Source: an optimization exercise on an open RTL-to-GDS flow (aim: small area, a short achievable clock period and few clock cycles per item). Production flows keep margins and buffers that such runs may drop.
Only simulation tests tie the RTL to the original design; equivalence was not proved.
Power is estimated from default activity; no workload was simulated.

### flow/run.sh
#!/bin/bash
# The standard layout, with plain buf_1 cells as the port buffers (the
# default picks a clkdlybuf4s50_1 delay cell for every port).  Repair still
# upsizes any port buffer that timing needs.
set -euo pipefail
export BUFFER_PORTS_ARGS="-buffer_cell sky130_fd_sc_hd__buf_1"
bash standard.sh > standard_flow.log 2>&1
### standard.sh
#!/bin/bash
# synth_recipe.tcl (not shown) runs the flow's synth.tcl, then flattens the netlist and writes it again
# the make line also repeats each setting of config.mk as NAME=value (left out here)
make -C /OpenROAD-flow-scripts/flow DESIGN_CONFIG=/design/flow/config.mk WORK_HOME=/design/flow/orfs CLKGATE_MAP_FILE= SYNTH_SCRIPT=/design/flow/synth_recipe.tcl "${@:-finish}"
### config.mk
export PLATFORM = sky130hd
export DESIGN_NAME = tga_truecolor_rle_decoder_core
export DESIGN_NICKNAME = tga_truecolor_rle_decoder_core
export VERILOG_FILES = /design/flow/design.v
export SDC_FILE = /design/flow/constraint.sdc
export NUM_CORES = 4
export LEC_CHECK = 0
export CAP_MARGIN = 20
export CORE_MARGIN = 2
export CORE_UTILIZATION = 40
export SETUP_SLACK_MARGIN = 4.45
export SLEW_MARGIN = 20
### constraint.sdc
create_clock -name core_clock -period 7.5 [get_ports {clk}]
set_input_delay 1.5000 -clock core_clock [delete_from_list [all_inputs] [get_ports {clk}]]
set_output_delay 1.5000 -clock core_clock [all_outputs]
set_load 0.01 [all_outputs]
### design.v
package tgarle_pkg;
  localparam logic [1:0] KIND_HEADER      = 2'd0;
  localparam logic [1:0] KIND_RUN         = 2'd1;
  localparam logic [1:0] KIND_BAD_TYPE    = 2'd2;
  localparam logic [1:0] KIND_UNSUPPORTED = 2'd3;
  localparam logic [7:0] TYPE_TRUECOLOUR = 8'd2;
  localparam logic [7:0] TYPE_RLE        = 8'd10;
  localparam logic [7:0] DEPTH_24        = 8'd24;
  localparam logic [7:0] DEPTH_32        = 8'd32;
  localparam logic [7:0] OPAQUE_ALPHA   = 8'hff;
endpackage
module tgarle_row_div (
  input  logic [4:0]  rem_in,      
  input  logic [1:0]  bits_in,     
  input  logic [6:0]  w_low,       
  input  logic [8:0]  w_three,     
  input  logic        w_big,       
  input  logic [1:0]  dcap_in,
  input  logic [1:0]  row_bits,    
  input  logic        last,        
  output logic [6:0]  rem_out,
  output logic [1:0]  q_out,
  output logic [1:0]  dcap_out
);
  logic [6:0] x;
  logic [7:0] d1;
  logic [8:0] d2;
  logic [9:0] d3;
  logic       ge1, ge2, ge3;
  logic       take1, take2;
  logic [1:0] da1, dm, da2;
  assign x  = {rem_in, bits_in};
  assign d1 = {1'b0, x} - {1'b0, w_low};
  assign d2 = {2'b00, x} - {1'b0, w_low, 1'b0};
  assign d3 = {3'b000, x} - {1'b0, w_three};
  assign ge1 = !w_big && !d1[7];
  assign ge2 = !w_big && !d2[8];
  assign ge3 = !w_big && !d3[9];
  assign take1 = ge2 && (dcap_in != 2'd0);
  assign da1   = dcap_in - {1'b0, take1};
  assign dm    = (da1 != 2'd0) ? 2'd2 : {1'b0, row_bits[1]};
  assign take2 = (take1 ? ge3 : ge1) && (dm != 2'd0);
  assign da2   = dm - {1'b0, take2};
  assign dcap_out = last ? da2 : ((da2 != 2'd0) ? 2'd2 : {1'b0, row_bits[0]});
  assign q_out = {take1, take2};
  always_comb begin
    case ({take1, take2})
      2'b00:   rem_out = x;
      2'b01:   rem_out = d1[6:0];
      2'b10:   rem_out = d2[6:0];
      default: rem_out = d3[6:0];
    endcase
  end
endmodule
module tga_truecolor_rle_decoder_core (
  input  logic        clk,
  input  logic        rst,
  input  logic        byte_valid,
  output logic        byte_stall,
  input  logic [7:0]  data_byte,
  input  logic        start_of_file,
  output logic        result_valid,
  input  logic        result_stall,
  output logic [1:0]  result_kind,
  output logic [31:0] pixel_rgba,
  output logic [15:0] dest_row,
  output logic [15:0] dest_column,
  output logic [7:0]  run_length,
  output logic [15:0] image_width,
  output logic [15:0] image_height,
  output logic        image_done
);
  localparam logic [2:0] PH_IDLE = 3'd0;
  localparam logic [2:0] PH_HDR  = 3'd1;
  localparam logic [2:0] PH_SKIP = 3'd2;
  localparam logic [2:0] PH_PKT  = 3'd3;
  localparam logic [2:0] PH_PIX  = 3'd4;
  logic [2:0]  phase;
  logic [4:0]  hpos;         
  logic [7:0]  cnt;          
  logic [15:0] wid;
  logic [15:0] prow;         
  logic [15:0] pcol;         
  logic        cpend;        
  logic        cwrap;        
  logic [6:0]  cadd;         
  logic [7:0]  crem;         
  logic [8:0]  w3;           
  logic        rle, alpha, badtype, unsup, prun;
  logic        pend;         
  logic        busy;
  logic [1:0]  step;
  logic [1:0]  dcap;
  logic [6:0]  ra;           
  logic [7:0]  rq;           
  logic        vld;
  logic [1:0]  kind;
  logic [31:0] rgba;
  logic [15:0] orow;
  logic [7:0]  olen;
  logic        odone;
  logic        hk;           
  logic        w1, w_big;
  logic        accept;
  logic        free;
  logic        complete;
  logic        hdr_emit;
  logic        fire_raw, fire_run, fire;
  assign w1       = (wid == 16'd1);
  assign w_big    = (wid[15:7] != 9'd0);
  assign free     = !vld || !result_stall;
  assign byte_stall = result_stall;
  assign accept   = byte_valid && !result_stall;
  assign complete = (hpos[1:0] == (alpha ? 2'd3 : 2'd2));
  assign hdr_emit = accept && !start_of_file && (phase == PH_HDR) && (hpos == 5'd17);
  assign fire_raw = accept && !start_of_file && (phase == PH_PIX) && complete && !(rle && prun);
  assign fire_run = pend && !busy && free;
  assign fire     = fire_raw || fire_run;
  logic [6:0] r_next;
  logic [1:0] q_next;
  logic [1:0] d_init, d_in, d_next;
  logic [1:0] rbits;
  logic       d_last;
  logic [6:0] dvd;
  logic [7:0] w1_diff;
  logic       w1_cap;
  always_comb begin
    d_init = (prow[15:6] != 10'd0) ? 2'd2 : {1'b0, prow[5]};
    d_in   = (step == 2'd0) ? d_init : dcap;
    d_last = 1'b0;
    case (step)
      2'd0:    rbits = prow[4:3];                                  
      2'd1:    rbits = prow[2:1];                                  
      default: begin rbits = {prow[0], 1'b0}; d_last = 1'b1; end   
    endcase
    dvd     = {ra[0], rq[7:2]};
    w1_diff = {1'b0, dvd} - {1'b0, prow[6:0]};
    w1_cap  = (prow[15:7] == 9'd0) && !w1_diff[7];      
  end
  tgarle_row_div u_step (
    .rem_in (ra[4:0]), .bits_in (rq[7:6]), .w_low (wid[6:0]), .w_three (w3),
    .w_big (w_big),
    .dcap_in (d_in), .row_bits (rbits), .last (d_last),
    .rem_out (r_next), .q_out (q_next), .dcap_out (d_next)
  );
  logic        c_wrap;
  logic [6:0]  t_low;
  logic [16:0] s_add;
  logic [15:0] s_col;
  logic        f_done;
  logic [7:0]  want;
  logic [7:0]  len_done;
  logic [7:0]  f_len;
  logic [15:0] col_next;
  logic [7:0]  lo0, lo1;
  logic [8:0]  up_dec;
  logic [15:0] row_dec0, row_dec1, row_dec;
  logic [7:0]  la, lb, lc, ls, lcy;
  always_comb begin
    c_wrap = !crem[7] && (ra >= crem[6:0]);
    t_low  = ra - crem[6:0];                      
    s_add  = {pcol, 1'b1} + {9'd0, cadd, 1'b1};   
    s_col  = s_add[16:1];
    col_next = cwrap ? {9'd0, cadd} : s_col;
    f_done = c_wrap && (prun ? (dcap == 2'd0) : (prow == 16'd0));
    want   = prun ? cnt : 8'd1;
    la  = want;
    lb  = crem;
    lc  = ~{1'b0, ra};
    ls  = la ^ lb ^ lc;
    lcy = {(la[6:0] & lb[6:0]) | (la[6:0] & lc[6:0]) | (lb[6:0] & lc[6:0]), 1'b0};
    len_done = ls + lcy + 8'd1;                  
    f_len  = f_done ? len_done : want;
    lo0    = {1'b0, prow[6:0]} - {1'b0, rq[6:0]};
    lo1    = {1'b0, prow[6:0]} + {1'b0, ~rq[6:0]};
    up_dec = prow[15:7] - 9'd1;
    row_dec0 = {lo0[7] ? up_dec : prow[15:7], lo0[6:0]};
    row_dec1 = {lo1[7] ? prow[15:7] : up_dec, lo1[6:0]};
    row_dec  = c_wrap ? row_dec1 : row_dec0;
  end
  logic [15:0] crem_full;
  assign crem_full = wid + ~pcol;
  always_ff @(posedge clk) begin
    crem <= (crem_full[15:7] != 9'd0) ? 8'd128 : {1'b0, crem_full[6:0]};
    w3   <= {2'b00, wid[6:0]} + {1'b0, wid[6:0], 1'b0};
  end
  always_ff @(posedge clk) begin
    if (rst) begin
      phase <= PH_IDLE;
      pend  <= 1'b0;
      cpend <= 1'b0;
      busy  <= 1'b0;
      vld   <= 1'b0;
    end else begin
      if (fire || hdr_emit) begin
        vld <= 1'b1;
      end else if (!result_stall) begin
        vld <= 1'b0;
      end
      if (busy) begin
        step <= step + 2'd1;
        if (w1) begin
          dcap <= w1_cap ? 2'd0 : 2'd1;
          ra   <= w1_cap ? w1_diff[6:0] : 7'd0;
          rq   <= {1'b0, w1_cap ? prow[6:0] : dvd};
          busy <= 1'b0;
        end else begin
          dcap <= d_next;
          ra   <= r_next;
          rq   <= {rq[5:0], q_next};
          if (d_last) begin
            busy <= 1'b0;
          end
        end
      end
      if (cpend && free) begin
        cpend <= 1'b0;
        pcol  <= col_next;
      end
      if (fire) begin
        pend  <= 1'b0;
        prow  <= row_dec;
        cpend <= 1'b1;
        cwrap <= c_wrap;
        cadd  <= c_wrap ? t_low : ra;
      end
      if (accept && start_of_file) begin
        cnt   <= data_byte;
        hpos  <= 5'd1;
        phase <= PH_HDR;
        busy  <= 1'b0;
        rq    <= 8'd0;
      end else if (accept) begin
        case (phase)
          PH_HDR: begin
            case (hpos)
              5'd1:  unsup <= (data_byte != 8'd0);
              5'd2: begin
                rle     <= (data_byte == tgarle_pkg::TYPE_RLE);
                badtype <= (data_byte != tgarle_pkg::TYPE_TRUECOLOUR) &&
                           (data_byte != tgarle_pkg::TYPE_RLE);
              end
              5'd12: wid[7:0]   <= data_byte;
              5'd13: wid[15:8]  <= data_byte;
              5'd14: prow[7:0]  <= data_byte;
              5'd15: prow[15:8] <= data_byte;
              5'd16: begin
                alpha <= (data_byte == tgarle_pkg::DEPTH_32);
                unsup <= unsup || ((data_byte != tgarle_pkg::DEPTH_24) &&
                                   (data_byte != tgarle_pkg::DEPTH_32));
              end
              default: begin
              end
            endcase
            if (hpos == 5'd17) begin
              hpos <= 5'd0;
              rgba <= 32'd0;
              ra   <= 7'd0;
              rq   <= 8'd0;
              prun <= 1'b0;
              pcol <= 16'd0;
              prow <= row_dec1;                   
              if (badtype || unsup || (wid == 16'd0) || (prow == 16'd0)) begin
                phase <= PH_IDLE;
              end else if (cnt != 8'd0) begin
                phase <= PH_SKIP;
              end else begin
                phase <= rle ? PH_PKT : PH_PIX;
              end
            end else begin
              hpos <= hpos + 5'd1;
            end
          end
          PH_SKIP: begin
            cnt <= cnt - 8'd1;
            if (cnt == 8'd1) begin
              phase <= rle ? PH_PKT : PH_PIX;
            end
          end
          PH_PKT: begin
            cnt   <= {1'b0, data_byte[6:0]} + 8'd1;
            prun  <= data_byte[7];
            phase <= PH_PIX;
            step  <= 2'd0;
            if (data_byte[7]) begin
              busy <= 1'b1;
              ra   <= {6'd0, data_byte[6]};
              rq   <= {data_byte[5:0], 2'b00};
            end else begin
              busy <= 1'b0;
              ra   <= 7'd0;
              rq   <= 8'd0;
            end
          end
          PH_PIX: begin
            case (hpos[1:0])
              2'd0: rgba[15:8]  <= data_byte;
              2'd1: rgba[23:16] <= data_byte;
              2'd2: begin
                rgba[31:24] <= data_byte;
                if (!alpha) rgba[7:0] <= tgarle_pkg::OPAQUE_ALPHA;
              end
              default: rgba[7:0] <= data_byte;
            endcase
            if (!complete) begin
              hpos <= hpos + 5'd1;
            end else begin
              hpos <= 5'd0;
              if (rle && prun) begin
                pend  <= 1'b1;
                phase <= PH_PKT;
              end else if (rle) begin
                if (cnt == 8'd1) begin
                  phase <= PH_PKT;
                end else begin
                  cnt <= cnt - 8'd1;
                end
              end
            end
          end
          default: begin
          end
        endcase
      end
      if (fire && f_done && !(accept && start_of_file)) begin
        phase <= PH_IDLE;
      end
    end
  end
  always_ff @(posedge clk) begin
    if (hdr_emit) begin
      hk    <= 1'b1;
      kind  <= badtype ? tgarle_pkg::KIND_BAD_TYPE :
               unsup   ? tgarle_pkg::KIND_UNSUPPORTED : tgarle_pkg::KIND_HEADER;
      orow  <= prow;
      olen  <= 8'd0;
      odone <= !badtype && !unsup && ((wid == 16'd0) || (prow == 16'd0));
    end else if (fire) begin
      hk    <= 1'b0;
      kind  <= tgarle_pkg::KIND_RUN;
      orow  <= prow;
      olen  <= f_len;
      odone <= f_done;
    end
  end
  assign result_valid = vld;
  assign result_kind  = kind;
  assign pixel_rgba   = rgba;
  assign dest_row     = hk ? 16'd0 : orow;
  assign dest_column  = pcol;
  assign run_length   = olen;
  assign image_width  = hk ? wid : 16'd0;
  assign image_height = hk ? orow : 16'd0;
  assign image_done   = odone;
endmodule
==> results.json, run 1 <==
{
  "setup_viol": 0,
  "critical_path.max_fanout": 2,
  "hold_violations": 0,
  "synth.net_count": 1531,
  "worstHoldPathCells": 2,
  "yosys.area.top_type": "edfxtp_1",
  "cts.clk_slew.worst_paths_ns": 0.06,
  "track_usage_pct": 23.40,
  "routed-via-count": 11390,
  "area_delta_synth_final_pct": 20.37,
  "vias_per_cell": 5.692,
  "power_mw": 2.339,
  "synthMostInstantiatedCell": "edfxtp_1",
  "synth-seq-area-share_pct": 38.69,
  "required_ns": 6.00,
  "drt-wirelength-per-cell_um": 20.05,
  "syn_avg_cell_area_um2": 9.176,
  "finalClockSkew_ns": 0.01784,
  "netlist_area_um2": 12880,
  "hp-start": "olen[2]",
  "cp_top_family": "buffers and inverters",
  "gp_congestion": 0.9209,
  "cts.htree.levels": 4,
  "hold_path.class": "register to register",
  "initial_core_util_pct": 40.72,
  "worst_pin_slew_ns": 0.9585,
  "dp.cells": 1881,
  "instances_no_fill": 2001,
  "crit_type": "input pin to output pin",
  "dr.pass1.iters": 6,
  "synthArstFlopShare_pct": 0,
  "leakagePower_nw": 5.963,
  "met3_usage_pct": 4.140,
  "grt_start_max_net_pins": 53,
  "ant_nets": 0,
  "numCtsBuffers": 17,
  "wl_um": 40120,
  "die_area_um2": 33660,
  "fin_nets": 1712,
  "grt_pass1_wl_um": 60730,
  "overflow": 0,
  "r2r-end": "dcap[0]",
  "portBuffers": 121,
  "synth_edf_count": 144,
  "synthFlopType": "edfxtp_1",
  "ys_warn_count": 2,
  "reg2reg_slack_ns": 4.33,
  "cts_buffer_depth": 2,
  "rows": 65,
  "drc": 0,
  "cap_violations": 0,
  "cp_slowest_cell": "buf_6",
  "yosysUniqueCellTypes": 81,
  "cts_tree": "built",
  "insertion_delay_ns": 0.45,
  "end_kind": "output pin",
  "grt_busiest_layer": "met2",
  "status": "complete, no violations",
  "fp.dieH_um": 183.5,
  "fin_setup_tns_ns": 0,
  "cpPeakStageDelay_ns": 0.11,
  "grt_pass1_vias": 10880,
  "cts-hold-fix-buffers": 0,
  "synth-seq-cells": 177,
  "first_iter_violations": 1017,
  "fin_crit_sh_pct": 42.73,
  "dpl.hpwl_um": 28020,
  "rsz0062_at_grt": "yes",
  "crit_buf_inv": 2,
  "whs_ns": 0.4981,
  "antenna_found_initial": 3,
  "synthTopCellsByArea": "edfxtp_1, ha_1, dfxtp_1",
  "ys_top_cells_by_count": "edfxtp_1, nor2_1, inv_1",
  "boundaryPins": 122,
  "cts_root_buffer": "clkbuf_16",
  "use_met1_pct": 31.59,
  "cp-start-kind": "input pin",
  "layout-drive-gt1-share_pct": 14.64,
  "r2r-start": "wid[1]",
  "fp.dieW_um": 183.5,
  "syn_inst": 1404,
  "cts.sinks": 177,
  "finalCriticalPeriod_ns": 3.205,
  "worstSetupStartpoint": "result_stall",
  "synth_top_area_share_pct": 33.56,
  "slew_headroom_pct": 36.10,
  "vdd_drop_max_mv": 0.1641,
  "worst_ep_arrival_time_ns": 1.71,
  "whs_endpoint": "olen[2]",
  "p_per_area_nw_per_um2": 150.8,
  "fmax_mhz": 312.0,
  "reg2reg_depth": 14,
  "core_um2": 31640,
  "maxSlewViolCount": 0,
  "worstPathCellList": "buf_12, buf_6",
  "use_met2_pct": 37.78
}
==> timing repair <==
item                                    in CTS  in global routing
setup buffers                               41                 42
endpoints found under the setup margin     159                 86
gates resized for setup                     45                 64
pin swaps                                   10                 24
gates cloned                                 1                  2
==> cell type report <==
type                            instances  area, um^2
Inverter                              125       484.2
Timing Repair Buffer                  216        1270
Multi-Input combinational cell       1048        7675
Sequential cell                       177        4989
Tap cell                              402       503.0
Antenna cell                            1       2.502
Clock inverter                         13       151.4
Fill cell                            2982       16130
Clock buffer                           19       432.9
==> state kept, by name, indices dropped and copies added, names as in the netlist, 9 cells and up <==
signal	count
prow	16
rgba	32
pcol	16
orow	16
wid	16
w3	9
==> cells in the final DEF (no fill, tap or decap), types with 6 or more instances in the layout <==
cell type     n
edfxtp_1    144
nor2_1      134
inv_1       118
buf_1       118
nand2_1      97
ha_1         92
buf_4        88
a21oi_1      83
o21ai_0      70
xnor2_1      49
and2_1       40
nor2b_1      34
dfxtp_1      32
nor3_1       31
nand3_1      24
mux2i_1      23
xor2_1       22
a21o_1       21
o22ai_1      19
o211ai_1     19
a211oi_1     18
fa_1         18
clkbuf_16    17
a31oi_1      15
and3_1       11
or3_1        11
nand2b_1     11
o21bai_1     10
a21oi_2       9
nor4_1        9
o21ai_1       9
o21a_1        8
clkinvlp_4    7
nand4_1       7
a22oi_1       7
a221o_1       7
o31ai_1       6
==> cell families after synthesis <==
group | synth area share, %
xor gates and xnor gates | 4.895
DFF | 38.69
adders and majority gates | 12.12
buffers and inverters | 5.623
and+or+nand+nor | 17.83
muxes | 2.039
AOI/OAI and AO/OA | 18.80
==> worst max path at each step <==
| stage | slack (ns) | end | cells past startpoint |
|---|---|---|---|
| after floorplan | 4.37 | prow[10] | 9 |
| after global placement | 3.47 | orow[0] | 6 |
| after detailed placement | 3.42 | orow[8] | 6 |
| after CTS | 4.29 | byte_stall | 2 |
| after global routing | 4.24 | dcap[0] | 14 |
| final | 4.29 | byte_stall | 2 |
==> metrics by stage <==
stage / setup WS, ns / instance area (um^2) / utilization, %
global route: 4.240 / 15500 / 49.01
global placement: 3.472 / 13760 / 43.50
CTS: 4.295 / 14880 / 47.04
detailed placement: 3.419 / 13760 / 43.50
floorplan: 4.373 / 13040 / -
finish: 4.295 / 15510 / 49.02
==> where the power goes <==
group          internal [mW]  switching, mW  total, mW
sequential              1.08         0.0295       1.11
combinational          0.127          0.192      0.319
clock                  0.498          0.416      0.914
==> per-layer routing <==
| layer | part of all wire [%] | vias to the layer above |
|---|---|---|
| li1 | - | 5430 |
| met1 | 44 | 5427 |
| met2 | 47 | 452 |
| met3 | 7.0 | 81 |
| met4 | 2.6 | 0 |
| met5 | 0 | - |
Testbench counts, summed over its fixed seeds: cycles 128,044, bytes 128,035.
==> run 2: changes to the inputs <==
--- a/config.mk
+++ b/config.mk
@@ -9,4 +9,4 @@
 export CORE_MARGIN = 2
 export CORE_UTILIZATION = 40
-export SETUP_SLACK_MARGIN = 4.45
+export SETUP_SLACK_MARGIN = 4.3
 export SLEW_MARGIN = 20
==> run 2 against run 1 <==
Net effect:
- still clean
- global-route usage up 0.48 points
- first-iteration DRC count up 2.3%
- total power up 0.93%
- critical endpoint unchanged
==> results.json, run 2 <==
{
  "ys_warn_count": 2,
  "grt_start_max_net_pins": 49,
  "status": "complete, no violations",
  "cp-start-kind": "input pin",
  "synth-seq-cells": 177,
  "worst_ep_arrival_time_ns": 1.72,
  "vias_per_cell": 5.768,
  "largest_reg_flops": 32,
  "fp.dieH_um": 183.5,
  "worstPathCellList": "buf_8, buf_6",
  "vdd_drop_max_mv": 0.1407,
  "synth_top_area_share_pct": 33.56,
  "crit_type": "input pin to output pin",
  "slew_headroom_pct": 33.04,
  "routed-via-count": 11400,
  "post-place-ws_ns": 3.201,
  "hp-start": "olen[0]",
  "overflow": 0,
  "regMostFlops": "rgba",
  "crit_buf_inv": 2,
  "yosys.area.top_type": "edfxtp_1",
  "area_delta_synth_final_pct": 17.06,
  "fin_nets": 1689,
  "reg2reg_depth": 12,
  "cts_root_buffer": "clkbuf_16",
  "numCtsBuffers": 17,
  "syn_inst": 1404,
  "grt_pass1_wl_um": 61430,
  "yosysUniqueCellTypes": 81,
  "grt_pass1_vias": 10700,
  "setup_viol": 0,
  "initial_core_util_pct": 40.72,
  "cts.sinks": 177,
  "rsz0062_at_grt": "yes",
  "track_usage_pct": 23.88,
  "dr.pass1.iters": 8,
  "worst_pin_slew_ns": 1.004,
  "timing.final.ws_setup_ns": 4.279,
  "fin_setup_tns_ns": 0,
  "insertion_delay_ns": 0.46,
  "drc": 0,
  "critical_path.max_fanout": 6,
  "power_mw": 2.361,
  "whs_ns": 0.4571,
  "mostFrequentLayoutCell": "edfxtp_1",
  "rows": 65,
  "cp_top_family": "buffers and inverters",
  "mostFrequentLayoutCells": "edfxtp_1, nor2_1, inv_1",
  "dpl.hpwl_um": 29040,
  "layout-drive-gt1-share_pct": 11.49,
  "hold_path.class": "register to register",
  "ant_nets": 0,
  "p_per_area_nw_per_um2": 156.6,
  "antenna_found_initial": 0,
  "maxSlewViolCount": 0,
  "cpPeakStageDelay_ns": 0.11,
  "fp.dieW_um": 183.5,
  "portBuffers": 121,
  "r2r-start": "wid[1]",
  "cts.clk_slew.worst_paths_ns": 0.08,
  "ys_top_cells_by_count": "edfxtp_1, nor2_1, inv_1",
  "diodes": 0,
  "fin_crit_sh_pct": 42.94,
  "cp_num_cells": 2,
  "first_iter_violations": 1040,
  "die_area_um2": 33660,
  "fmax_mhz": 310.5,
  "cts_buffer_depth": 2,
  "leakagePower_nw": 5.783,
  "cts_tree": "built",
  "synthTopCellsByArea": "edfxtp_1, ha_1, dfxtp_1",
  "finalClockSkew_ns": 0.01651,
  "required_ns": 6.00,
  "cts.htree.levels": 4,
  "finalCriticalPeriod_ns": 3.221,
  "end_kind": "output pin",
  "worstHoldPathCells": 2,
  "drt-wirelength-per-cell_um": 20.40,
  "synth_edf_count": 144,
  "synthArstFlopShare_pct": 0,
  "syn_avg_cell_area_um2": 9.176,
  "core_um2": 31640,
  "cap_violations": 0,
  "boundaryPins": 122,
  "synth-seq-area-share_pct": 38.69,
  "cts-hold-fix-buffers": 0,
  "synth.net_count": 1531,
  "gp_congestion": 0.9467,
  "netlist_area_um2": 12880,
  "synthFlopType": "edfxtp_1",
  "worstSetupStartpoint": "result_stall",
  "cp_slowest_cell": "buf_8",
  "hold_violations": 0,
  "wl_um": 40340,
  "synthMostInstantiatedCell": "edfxtp_1"
}
-- run 2: routing by layer --
layer / wire length, um / global-route usage (%) / share of wire [%]
met3: 3513 / 5.448 / 8.7
met5: 0 / 0 / 0
met1: 17580 / 32.85 / 44
met4: 995 / 6.848 / 2.5
met2: 18250 / 37.68 / 45
-- run 2: cell type report --
type / instances / area [um^2]
clock buffer: 17 / 425.4
multi-input combinational: 1046 / 7425
fill: 3009 / 16550
sequential: 177 / 4985
clock inverter: 15 / 207.7
timing repair buffer: 194 / 1051
tap: 402 / 503.0
timing repair inverter: 1 / 5.005
inverter: 125 / 480.5
-- run 2: what timing repair did --
item,in CTS,in global routing
endpoints found under the setup margin,138,108
hold endpoints to repair,0,0
gates resized for setup,27,37
setup buffers,23,37
cloned,1,0
pin swaps,3,7
-- run 2: kinds of logic after synthesis --
group           count (synthesis)  synth area share (%)
xor+xnor                       72                 4.895
flops                         177                 38.69
compound gates                370                 18.80
mux                            26                 2.039
buf+inv                       181                 5.623
fa+ha+maj                     114                 12.12
simple gates                  464                 17.83
-- run 2: path summary, 6_finish.rpt --
kind              slack, ns    endpoint
hold reg to reg        0.46     olen[0]
setup reg to reg       4.35       ra[5]
hold / removal         0.46     olen[0]
setup / recovery       4.28  byte_stall
-- run 2: per-stage QoR --
stage | util (%) | instance area [um^2] | instances
2_1_floorplan | - | 12920 | 1404
3_3_place_gp | 43.33 | 13710 | 1884
3_5_place_dp | 43.33 | 13710 | 1884
4_1_cts | 46.30 | 14650 | 1940
5_1_grt | 47.67 | 15080 | 1977
6_report | 47.67 | 15080 | 1977
-- run 2: power breakdown --
part	internal, mW	total [mW]	switching, mW
Clock	0.486	0.951	0.465
Sequential	1.08	1.11	0.0297
Combinational	0.118	0.303	0.185

==> separate check: timing with driven ports <==
In the flow no input, the clock included, has a driving cell. The finished layouts below were timed again as built, in two steps. Step 1 (the two cells are an assumption about what drives the block):
set clk [get_ports {clk}]
set_driving_cell -lib_cell sky130_fd_sc_hd__clkbuf_16 $clk
set_driving_cell -lib_cell sky130_fd_sc_hd__buf_2 [delete_from_list [all_inputs] $clk]
Step 2 also shifts input and output timing later by t, the mid clock arrival at the registers, as if the neighbouring blocks saw the same clock. Three values: no drivers, after step 1, after step 2; two values: the first two.
| run | t, ns | setup slack, ns | worst register clock-pin slew, ns | worst data-port slew with drivers (ns) |
|---|---|---|---|---|
| run 1 | 0.494 | 4.295 / 4.247 / 3.941 | 0.08 / 0.08 | 0.07 |
| run 2 | 0.502 | 4.279 / 4.241 / 3.919 | 0.08 / 0.08 | 0.05 |
After both steps setup and hold are still met in every run listed. For run 2, which loses most, drivers alone change the setup slack by -0.038 ns; drivers and shift together by -0.360 ns.
